Background: an optimization exercise with open tools, aiming at small area and a short achievable clock period. Do not read the settings as production practice.
Only simulation tests tie the RTL to the original design; equivalence was not proved.
Power and IR drop assume default switching activity.

File: run.sh
#!/bin/bash
# synth_recipe.tcl (not shown) runs the flow's synth.tcl, then flattens the netlist and writes it again
# the make line also repeats each setting of config.mk as NAME=value (left out here)
make -C /OpenROAD-flow-scripts/flow DESIGN_CONFIG=/design/flow/config.mk WORK_HOME=/design/flow/orfs CLKGATE_MAP_FILE= SYNTH_SCRIPT=/design/flow/synth_recipe.tcl finish
File: config.mk
export PLATFORM = sky130hd
export DESIGN_NAME = gpt_timer
export DESIGN_NICKNAME = gpt_timer
export VERILOG_FILES = /design/flow/design.v
export SDC_FILE = /design/flow/constraint.sdc
export NUM_CORES = 4
export LEC_CHECK = 0
export CAP_MARGIN = 20
export CORE_MARGIN = 2
export CORE_UTILIZATION = 40
export SLEW_MARGIN = 20
File: constraint.sdc
create_clock -name core_clock -period 7.0 [get_ports {aclk_i}]
set_input_delay 1.4000 -clock core_clock [delete_from_list [all_inputs] [get_ports {aclk_i}]]
set_output_delay 1.4000 -clock core_clock [all_outputs]
set_load 0.01 [all_outputs]
File: design.v
`timescale 1ns/1ps
module gpt_apb_regs #(
  parameter int CH_NUM = 4
) (
  input  logic                 aclk_i,
  input  logic                 reset_i,
  input  logic                 psel_i,
  input  logic                 penable_i,
  input  logic                 pwrite_i,
  input  logic [7:0]           paddr_i,
  input  logic [31:0]          pwdata_i,
  output logic [31:0]          prdata_o,
  output logic                 pready_o,
  output logic                 pslverr_o,
  input  logic [31:0]          cnt_i,
  input  logic                 uev_i,
  input  logic [CH_NUM-1:0]    match_i,
  output logic                 cen_o,
  output logic                 dir_o,
  output logic                 ug_o,
  output logic                 apre_o,
  output logic [15:0]          psc_o,
  output logic [31:0]          arr_o,
  output logic [3*CH_NUM-1:0]  mode_o,
  output logic [CH_NUM-1:0]    cc_en_o,
  output logic [CH_NUM-1:0]    cc_pol_o,
  output logic [32*CH_NUM-1:0] ccr_o,
  output logic [1:0]           mms_o,
  output logic                 irq_o
);
  localparam logic [7:0] ADDR_CR1   = 8'h00;
  localparam logic [7:0] ADDR_CR2   = 8'h04;
  localparam logic [7:0] ADDR_DIER  = 8'h0C;
  localparam logic [7:0] ADDR_SR    = 8'h10;
  localparam logic [7:0] ADDR_EGR   = 8'h14;
  localparam logic [7:0] ADDR_CCMR1 = 8'h18;
  localparam logic [7:0] ADDR_CCMR2 = 8'h1C;
  localparam logic [7:0] ADDR_CCER  = 8'h20;
  localparam logic [7:0] ADDR_CNT   = 8'h24;
  localparam logic [7:0] ADDR_PSC   = 8'h28;
  localparam logic [7:0] ADDR_ARR   = 8'h2C;
  localparam logic [7:0] ADDR_CCR1  = 8'h34;
  localparam int CR1_CEN          = 0;
  localparam int CR1_OPM          = 3;
  localparam int CR1_DIR          = 4;
  localparam int CR1_APRE         = 7;
  localparam int CR2_MMS_LSB      = 4;
  localparam int SR_UIF           = 0;
  localparam int SR_CC1IF         = 1;
  localparam int EGR_UG           = 0;
  localparam int CCMR_OC_EVEN_LSB = 4;
  localparam int CCMR_OC_ODD_LSB  = 12;
  localparam int CCER_STRIDE      = 4;
  localparam int CCER_POL_OFS     = 1;
  logic              cen_q;
  logic              opm_q;
  logic              dir_q;
  logic              apre_q;
  logic [1:0]        mms_q;
  logic [CH_NUM:0]   dier_q;
  logic [CH_NUM:0]   sr_q;
  logic [15:0]       psc_q;
  logic [31:0]       arr_q;
  logic [2:0]        mode_q [0:CH_NUM-1];
  logic [CH_NUM-1:0] cc_en_q;
  logic [CH_NUM-1:0] cc_pol_q;
  logic [31:0]       ccr_q [0:CH_NUM-1];
  logic              ug_q;
  logic              irq_q;
  logic              access;
  logic              wr_en;
  logic              addr_hit;
  logic [31:0]       rdata;
  logic [CH_NUM:0]   sr_keep;
  logic [CH_NUM:0]   sr_set;
  function automatic logic [7:0] ccmr_addr(int idx);
    ccmr_addr = (idx < 2) ? ADDR_CCMR1 : ADDR_CCMR2;
  endfunction
  function automatic int ccmr_lsb(int idx);
    ccmr_lsb = (idx % 2 == 0) ? CCMR_OC_EVEN_LSB : CCMR_OC_ODD_LSB;
  endfunction
  function automatic logic [7:0] ccr_addr(int idx);
    ccr_addr = ADDR_CCR1 + 8'(4 * idx);
  endfunction
  assign access = psel_i && penable_i;
  assign wr_en  = access && pwrite_i && addr_hit;
  always_comb begin
    addr_hit = 1'b1;
    rdata    = '0;
    case (paddr_i)
      ADDR_CR1: begin
        rdata[CR1_CEN]  = cen_q;
        rdata[CR1_OPM]  = opm_q;
        rdata[CR1_DIR]  = dir_q;
        rdata[CR1_APRE] = apre_q;
      end
      ADDR_CR2:  rdata[CR2_MMS_LSB +: 2] = mms_q;
      ADDR_DIER: rdata[CH_NUM:0] = dier_q;
      ADDR_SR:   rdata[CH_NUM:0] = sr_q;
      ADDR_EGR:  rdata = '0;
      ADDR_CCER: begin
        for (int i = 0; i < CH_NUM; i++) begin
          rdata[CCER_STRIDE * i]                = cc_en_q[i];
          rdata[CCER_STRIDE * i + CCER_POL_OFS] = cc_pol_q[i];
        end
      end
      ADDR_CNT:  rdata = cnt_i;
      ADDR_PSC:  rdata[15:0] = psc_q;
      ADDR_ARR:  rdata = arr_q;
      default: begin
        addr_hit = 1'b0;
        for (int i = 0; i < CH_NUM; i++) begin
          if (paddr_i == ccmr_addr(i)) begin
            addr_hit = 1'b1;
            rdata[ccmr_lsb(i) +: 3] = mode_q[i];
          end
          if (paddr_i == ccr_addr(i)) begin
            addr_hit = 1'b1;
            rdata    = ccr_q[i];
          end
        end
      end
    endcase
  end
  assign prdata_o  = rdata;
  assign pready_o  = 1'b1;
  assign pslverr_o = access && !addr_hit;
  assign sr_keep = (wr_en && paddr_i == ADDR_SR) ? pwdata_i[CH_NUM:0] : '1;
  always_comb begin
    sr_set                     = '0;
    sr_set[SR_UIF]             = uev_i;
    sr_set[SR_CC1IF +: CH_NUM] = match_i;
  end
  always_ff @(posedge aclk_i) begin
    if (reset_i) begin
      cen_q    <= 1'b0;
      opm_q    <= 1'b0;
      dir_q    <= 1'b0;
      apre_q   <= 1'b0;
      mms_q    <= 2'd0;
      dier_q   <= '0;
      sr_q     <= '0;
      psc_q    <= '0;
      arr_q    <= '1;
      cc_en_q  <= '0;
      cc_pol_q <= '0;
      ug_q     <= 1'b0;
      irq_q    <= 1'b0;
      for (int i = 0; i < CH_NUM; i++) begin
        mode_q[i] <= 3'd0;
        ccr_q[i]  <= '0;
      end
    end else begin
      ug_q  <= wr_en && (paddr_i == ADDR_EGR) && pwdata_i[EGR_UG];
      sr_q  <= (sr_q & sr_keep) | sr_set;
      irq_q <= |(sr_q & dier_q);
      if (uev_i && opm_q) begin
        cen_q <= 1'b0;
      end
      if (wr_en) begin
        case (paddr_i)
          ADDR_CR1: begin
            cen_q  <= pwdata_i[CR1_CEN];
            opm_q  <= pwdata_i[CR1_OPM];
            dir_q  <= pwdata_i[CR1_DIR];
            apre_q <= pwdata_i[CR1_APRE];
          end
          ADDR_CR2:  mms_q  <= pwdata_i[CR2_MMS_LSB +: 2];
          ADDR_DIER: dier_q <= pwdata_i[CH_NUM:0];
          ADDR_PSC:  psc_q  <= pwdata_i[15:0];
          ADDR_ARR:  arr_q  <= pwdata_i;
          ADDR_CCER: begin
            for (int i = 0; i < CH_NUM; i++) begin
              cc_en_q[i]  <= pwdata_i[CCER_STRIDE * i];
              cc_pol_q[i] <= pwdata_i[CCER_STRIDE * i + CCER_POL_OFS];
            end
          end
          default: begin
            for (int i = 0; i < CH_NUM; i++) begin
              if (paddr_i == ccmr_addr(i)) begin
                mode_q[i] <= pwdata_i[ccmr_lsb(i) +: 3];
              end
              if (paddr_i == ccr_addr(i)) begin
                ccr_q[i] <= pwdata_i;
              end
            end
          end
        endcase
      end
    end
  end
  assign cen_o  = cen_q;
  assign dir_o  = dir_q;
  assign ug_o   = ug_q;
  assign apre_o = apre_q;
  assign psc_o  = psc_q;
  assign arr_o  = arr_q;
  always_comb begin
    for (int i = 0; i < CH_NUM; i++) begin
      mode_o[3*i +: 3]   = mode_q[i];
      ccr_o[32*i +: 32]  = ccr_q[i];
    end
  end
  assign cc_en_o  = cc_en_q;
  assign cc_pol_o = cc_pol_q;
  assign mms_o    = mms_q;
  assign irq_o    = irq_q;
endmodule
`timescale 1ns/1ps
module gpt_time_base (
  input  logic        aclk_i,
  input  logic        reset_i,
  input  logic        cen_i,
  input  logic        dir_i,
  input  logic        ug_i,
  input  logic        apre_i,
  input  logic [15:0] psc_i,
  input  logic [31:0] arr_i,
  output logic [31:0] cnt_o,
  output logic        uev_o
);
  logic [15:0] psc_cnt;
  logic [15:0] psc_shadow;
  logic [31:0] arr_shadow;
  logic [31:0] arr_eff;
  logic [31:0] cnt_q;
  logic        tick;
  logic        wrap;
  assign arr_eff = apre_i ? arr_shadow : arr_i;
  assign tick  = cen_i && (psc_cnt == psc_shadow);
  assign wrap  = dir_i ? (cnt_q == '0) : (cnt_q >= arr_eff);
  assign uev_o = ug_i || (tick && wrap);
  assign cnt_o = cnt_q;
  always_ff @(posedge aclk_i) begin
    if (reset_i) begin
      psc_cnt    <= '0;
      psc_shadow <= '0;
      arr_shadow <= '1;
    end else begin
      if (ug_i || tick) begin
        psc_cnt <= '0;
      end else if (cen_i) begin
        psc_cnt <= psc_cnt + 1'b1;
      end
      if (uev_o) begin
        psc_shadow <= psc_i;
      end
      if (uev_o || !apre_i) begin
        arr_shadow <= arr_i;
      end
    end
  end
  always_ff @(posedge aclk_i) begin
    if (reset_i) begin
      cnt_q <= '0;
    end else if (ug_i) begin
      cnt_q <= dir_i ? arr_i : '0;
    end else if (tick) begin
      if (dir_i) begin
        cnt_q <= wrap ? arr_i : cnt_q - 1'b1;
      end else begin
        cnt_q <= wrap ? '0 : cnt_q + 1'b1;
      end
    end
  end
endmodule
`timescale 1ns/1ps
module gpt_oc_channel (
  input  logic        aclk_i,
  input  logic        reset_i,
  input  logic [2:0]  mode_i,
  input  logic        cc_en_i,
  input  logic        cc_pol_i,
  input  logic [31:0] ccr_i,
  input  logic [31:0] cnt_i,
  input  logic        dir_i,
  output logic        match_o,
  output logic        oc_ref_o,
  output logic        ch_o
);
  localparam logic [2:0] OC_FROZEN     = 3'd0;
  localparam logic [2:0] OC_ACTIVE     = 3'd1;
  localparam logic [2:0] OC_INACTIVE   = 3'd2;
  localparam logic [2:0] OC_TOGGLE     = 3'd3;
  localparam logic [2:0] OC_FORCE_LOW  = 3'd4;
  localparam logic [2:0] OC_FORCE_HIGH = 3'd5;
  localparam logic [2:0] OC_PWM1       = 3'd6;
  localparam logic [2:0] OC_PWM2       = 3'd7;
  logic eq;
  logic eq_q;
  logic pwm_on;
  logic oc_ref_q;
  assign eq      = (cnt_i == ccr_i);
  assign match_o = eq && !eq_q;
  assign pwm_on = dir_i ? (cnt_i <= ccr_i) : (cnt_i < ccr_i);
  always_ff @(posedge aclk_i) begin
    if (reset_i) begin
      eq_q     <= 1'b1;
      oc_ref_q <= 1'b0;
    end else begin
      eq_q <= eq;
      case (mode_i)
        OC_ACTIVE:     oc_ref_q <= oc_ref_q | eq;
        OC_INACTIVE:   oc_ref_q <= oc_ref_q & !eq;
        OC_TOGGLE:     oc_ref_q <= oc_ref_q ^ match_o;
        OC_FORCE_LOW:  oc_ref_q <= 1'b0;
        OC_FORCE_HIGH: oc_ref_q <= 1'b1;
        OC_PWM1:       oc_ref_q <= pwm_on;
        OC_PWM2:       oc_ref_q <= !pwm_on;
        default:       oc_ref_q <= oc_ref_q;
      endcase
    end
  end
  assign oc_ref_o = oc_ref_q;
  assign ch_o     = cc_en_i && (oc_ref_q ^ cc_pol_i);
endmodule
`timescale 1ns/1ps
module gpt_timer #(
  parameter int CH_NUM = 4
) (
  input  logic              aclk_i,
  input  logic              reset_i,
  input  logic              psel_i,
  input  logic              penable_i,
  input  logic              pwrite_i,
  input  logic [7:0]        paddr_i,
  input  logic [31:0]       pwdata_i,
  output logic [31:0]       prdata_o,
  output logic              pready_o,
  output logic              pslverr_o,
  output logic [CH_NUM-1:0] ch_o,
  output logic              irq_o,
  output logic              trg_o
);
  localparam logic [1:0] MMS_UPDATE = 2'd0;
  localparam logic [1:0] MMS_ENABLE = 2'd1;
  localparam logic [1:0] MMS_OC1REF = 2'd2;
  logic                 cen;
  logic                 dir;
  logic                 ug;
  logic                 apre;
  logic [15:0]          psc;
  logic [31:0]          arr;
  logic [3*CH_NUM-1:0]  mode;
  logic [CH_NUM-1:0]    cc_en;
  logic [CH_NUM-1:0]    cc_pol;
  logic [32*CH_NUM-1:0] ccr;
  logic [1:0]           mms;
  logic [31:0]          cnt;
  logic                 uev;
  logic [CH_NUM-1:0]    match;
  logic [CH_NUM-1:0]    oc_ref;
  logic                 trg_q;
  gpt_apb_regs #(
    .CH_NUM (CH_NUM)
  ) regs_i (
    .aclk_i    (aclk_i),
    .reset_i   (reset_i),
    .psel_i    (psel_i),
    .penable_i (penable_i),
    .pwrite_i  (pwrite_i),
    .paddr_i   (paddr_i),
    .pwdata_i  (pwdata_i),
    .prdata_o  (prdata_o),
    .pready_o  (pready_o),
    .pslverr_o (pslverr_o),
    .cnt_i     (cnt),
    .uev_i     (uev),
    .match_i   (match),
    .cen_o     (cen),
    .dir_o     (dir),
    .ug_o      (ug),
    .apre_o    (apre),
    .psc_o     (psc),
    .arr_o     (arr),
    .mode_o    (mode),
    .cc_en_o   (cc_en),
    .cc_pol_o  (cc_pol),
    .ccr_o     (ccr),
    .mms_o     (mms),
    .irq_o     (irq_o)
  );
  gpt_time_base time_base_i (
    .aclk_i  (aclk_i),
    .reset_i (reset_i),
    .cen_i   (cen),
    .dir_i   (dir),
    .ug_i    (ug),
    .apre_i  (apre),
    .psc_i   (psc),
    .arr_i   (arr),
    .cnt_o   (cnt),
    .uev_o   (uev)
  );
  for (genvar i = 0; i < CH_NUM; i++) begin : g_ch
    gpt_oc_channel channel_i (
      .aclk_i   (aclk_i),
      .reset_i  (reset_i),
      .mode_i   (mode[3*i +: 3]),
      .cc_en_i  (cc_en[i]),
      .cc_pol_i (cc_pol[i]),
      .ccr_i    (ccr[32*i +: 32]),
      .cnt_i    (cnt),
      .dir_i    (dir),
      .match_o  (match[i]),
      .oc_ref_o (oc_ref[i]),
      .ch_o     (ch_o[i])
    );
  end
  always_ff @(posedge aclk_i) begin
    if (reset_i) begin
      trg_q <= 1'b0;
    end else begin
      case (mms)
        MMS_UPDATE: trg_q <= uev;
        MMS_ENABLE: trg_q <= cen;
        MMS_OC1REF: trg_q <= oc_ref[0];
        default:    trg_q <= 1'b0;
      endcase
    end
  end
  assign trg_o = trg_q;
endmodule
==> run notes <==
==> area by class of cell <==
| type | instances | area (sq um) |
|---|---|---|
| clock buffers | 46 | 1000 |
| clock inverters | 14 | 163 |
| fillers | 4740 | 26600 |
| inverters | 154 | 578 |
| multi-input cells | 1865 | 12000 |
| flip-flops and latches | 319 | 6390 |
| well taps | 622 | 778 |
| repair buffers | 120 | 1100 |
==> cells by family (layout without fill, tap and decap cells) <==
logic type	Yosys count	in the layout	synth area share, %
AOI/OAI and AO/OA	625	625	19.8
other	1	1	0.0191
buffers and inverters	317	334	6.36
xor gates and xnor gates	72	72	3.22
adders and majority gates	164	164	10.5
muxes	167	167	8.54
DFF	319	319	32.6
and+or+nand+nor	836	836	19.0
==> worst min-delay path: stages (launching register included) <==
cell,delay (ns)
dfxtp_1,0.31
nand2_1,0.05
a21oi_1,0.05
==> metrics by stage <==
step | utilization (%) | instance area (sq um) | power, W | instances
floorplan | - | 19600 | 0.00197 | 2501
global placement | 42.9 | 20900 | 0.00206 | 3080
detailed placement | 42.9 | 20900 | 0.00206 | 3080
CTS | 45.3 | 22000 | 0.00399 | 3140
global route | 45.3 | 22100 | 0.00407 | 3140
finish | 45.3 | 22100 | 0.00397 | 3140
==> Yosys cell counts (10+ instances only) <==
master and instances:
a21o_1 51, a21oi_1 267, a221oi_1 43, a22oi_1 14
a31oi_1 10, and3_1 12, clkbuf_1 135, dfxtp_1 319
ha_1 164, inv_1 153, mux2i_1 166, nand2_1 459
nand3_1 39, nand4_1 49, nor2_1 146, nor2b_1 12
nor3_1 33, nor4_1 22, o211ai_1 10, o21ai_0 96
o22ai_1 51, or2_2 11, xnor2_1 32, xor2_1 40
==> state kept, by name, summed over array words and instances, names as in the netlist, 2 cells and up <==
signal	flops
regs_i.ccr_q	128
regs_i.arr_q	32
time_base_i.arr_shadow	32
time_base_i.cnt_q	32
regs_i.psc_q	16
time_base_i.psc_cnt	16
time_base_i.psc_shadow	16
regs_i.mode_q	12
regs_i.dier_q	5
regs_i.sr_q	5
g_ch.channel_i.eq_q	4
g_ch.channel_i.oc_ref_q	4
regs_i.cc_en_q	4
regs_i.cc_pol_q	4
regs_i.mms_q	2
==> power groups by stage <==
| stage | Clock [W] | Combinational [W] | Sequential (W) |
|---|---|---|---|
| after floorplan | 0 | 0.000108 | 0.00186 |
| after global placement | 0 | 0.000199 | 0.00186 |
| after detailed placement | 0 | 0.000200 | 0.00186 |
| after CTS | 0.00197 | 0.000201 | 0.00182 |
| after global routing | 0.00204 | 0.000215 | 0.00182 |
| final | 0.00195 | 0.000205 | 0.00182 |
==> routing by layer <==
layer | GRT usage, % | share of wire [%] | vias to the layer above
met4 | 12.7 | 4.2 | 2
met1 | 40.0 | 43 | 9328
met3 | 5.07 | 8.4 | 200
met2 | 46.1 | 44 | 857
met5 | 0 | 0.017 | -
li1 | - | - | 8820
==> how the worst max path moves through the flow <==
stage / from / endpoint / slack (ns)
6_report: paddr_i[1] / prdata_o[12] / 0.83
5_1_grt: paddr_i[1] / prdata_o[15] / 0.69
4_1_cts: paddr_i[1] / prdata_o[0] / 0.91
3_5_place_dp: paddr_i[1] / prdata_o[0] / 0.94
3_3_place_gp: paddr_i[7] / prdata_o[0] / 0.97
2_1_floorplan: paddr_i[2] / prdata_o[7] / 2.35
==> results.ini <==
[setup_path]
rrSetupSlack_ns=1.94
r2r_start=time_base_i.cnt_q[12]$_SDFFE_PP0P_
cp_data_required_time_ns=5.60
crit_chain=clkdlybuf4s50_1, nor2_1, nand3b_1, nor2_1, buf_4, a221oi_1, a21oi_1, clkdlybuf4s50_1
crit_fanout=9
end_kind=output pin
critical_path_class=input pin to output pin
critPathMaxStageDelay_ns=0.75
path_depth=8
arrival_ns=4.77
cp-start-kind=input pin
critPathSlowestCell=nor2_1
rr_worst_depth=9
crit_buf_inv=3
r2r-end=time_base_i.arr_shadow[28]$_SDFFE_PP1P_
cp_top_family=simple AND/OR/NAND/NOR gates

[finish]
drive_above_1_share_pct=5.44
final_common_cell=nand2_1
mostFrequentLayoutCells=nand2_1 (459), dfxtp_1 (318), a21oi_1 (267)
diodes=0
fin_nets=2705
area_growth_pct=12.6

[min_path]
holdPathEnd=regs_i.ccr_q[3][14]$_SDFFE_PP0P_
whs_path_depth=2
worstHoldStart=regs_i.ccr_q[3][14]$_SDFFE_PP0P_
min_path_type=flop to flop

[clock_network]
clk_pin_slew_worst_paths_ns=0.06
cts_buffer_depth=3
cts_max_level=2
cts_resized=0
post_cts_buffers=0
clock-sinks=319
clockRootBuffer=clkbuf_16
cts_tree=done
cts_buffers=36
clock_latency_ns=0.57
holdBufCountCts=0

[route]
dr_total_vias=19200
first_iter_violations=2192
drt_wl_total_mm=75.7
vias_per_cell=6.12
drtAntennaViolNets=0
drtPass1Iterations=8
drcViolationCount=0
wire_per_inst_um=24.1

[global_routing]
track_usage_pct=29.5
grt_overflow=0
grt_pass1_vias=18200
grt_max_degree=89
grt_pass1_wl_mm=114
grt_antenna_before_repair=2

[timing]
rsz0062_at_grt=false
final_max_slew_viol_count=0
fin_ws_ns=0.827
fin_crit_sh_pct=88.2
fmax_mhz=162
maxSlewHeadroom_pct=27.2
fin_hold_ws_ns=0.455
skew_ns=0.0154
tightest_slew_ns=1.09
final_hold_viol_count=0
period_needed_ns=6.17
timing.setup.tns_ns=0
setup_violations=0

[power_and_ir_drop]
combinationalPowerShare_pct=5.2
p_leak_nw=8.51
p_sw_w=0.000969
p_per_area_nw_per_um2=180
p_int_w=0.00301
vdd_drop_max_mv=0.154
clkPwrFrac_pct=49.0
p_seq_share_pct=45.8
swShare_pct=24.4

[placed_design]
portBuffers=83
dp_hpwl_mm=53.3
gp_congestion=0.951
place_ws_ns=0.944

[job]
drv_cap=0

[synthesis]
syn_nets=2710
synthArstFlopShare_pct=0
ys_ff_latch=319
synth.distinct_cells=74
yosysWarnings=6
synth_top_area_share_pct=32.6
yosysSeqAreaShare_pct=32.6
synth_top_cell_by_area=dfxtp_1
synth_edf_count=0
syn_area_sq_um=19600
syn_inst=2501
synth_flop_cell=dfxtp_1
synth_area_leaders=dfxtp_1 (33%), ha_1 (10%), nand2_1 (8.8%)
syn_avg_cell_area_sq_um=7.83

[floorplan]
die_x_um=225
start_util_pct=40.3
pin_count=85
fp.dieH_um=225
die_area_sq_um=50800
rows=81
core_area_sq_um=48600

[run_status]
status=complete, no violations

## what the ideal ports hide
The flow's constraints put no driver on any port. The routed layout listed below was extracted and timed again, unchanged, in two steps.
Step 1 sets driving cells, clkbuf_16 on the clock port and buf_2 on the other inputs (assumed; they add their load-dependent delay and slew).
Step 2, shift: input delay + t, output delay - t, t = (earliest + latest rising clock arrival at the registers) / 2. This alone moves slack from input paths to output paths.
a / b / c = ideal ports / drivers / drivers and shift; a / b = the first two.
t, ns: 0.627
setup WS [ns]: 0.827 / 0.793 / 0.793
clock arrival spread, ns: 0.016 / 0.016
After both steps this run still meets setup and hold. The setup slack of this run moves by -0.034 ns with the drivers and by -0.034 ns with both steps.
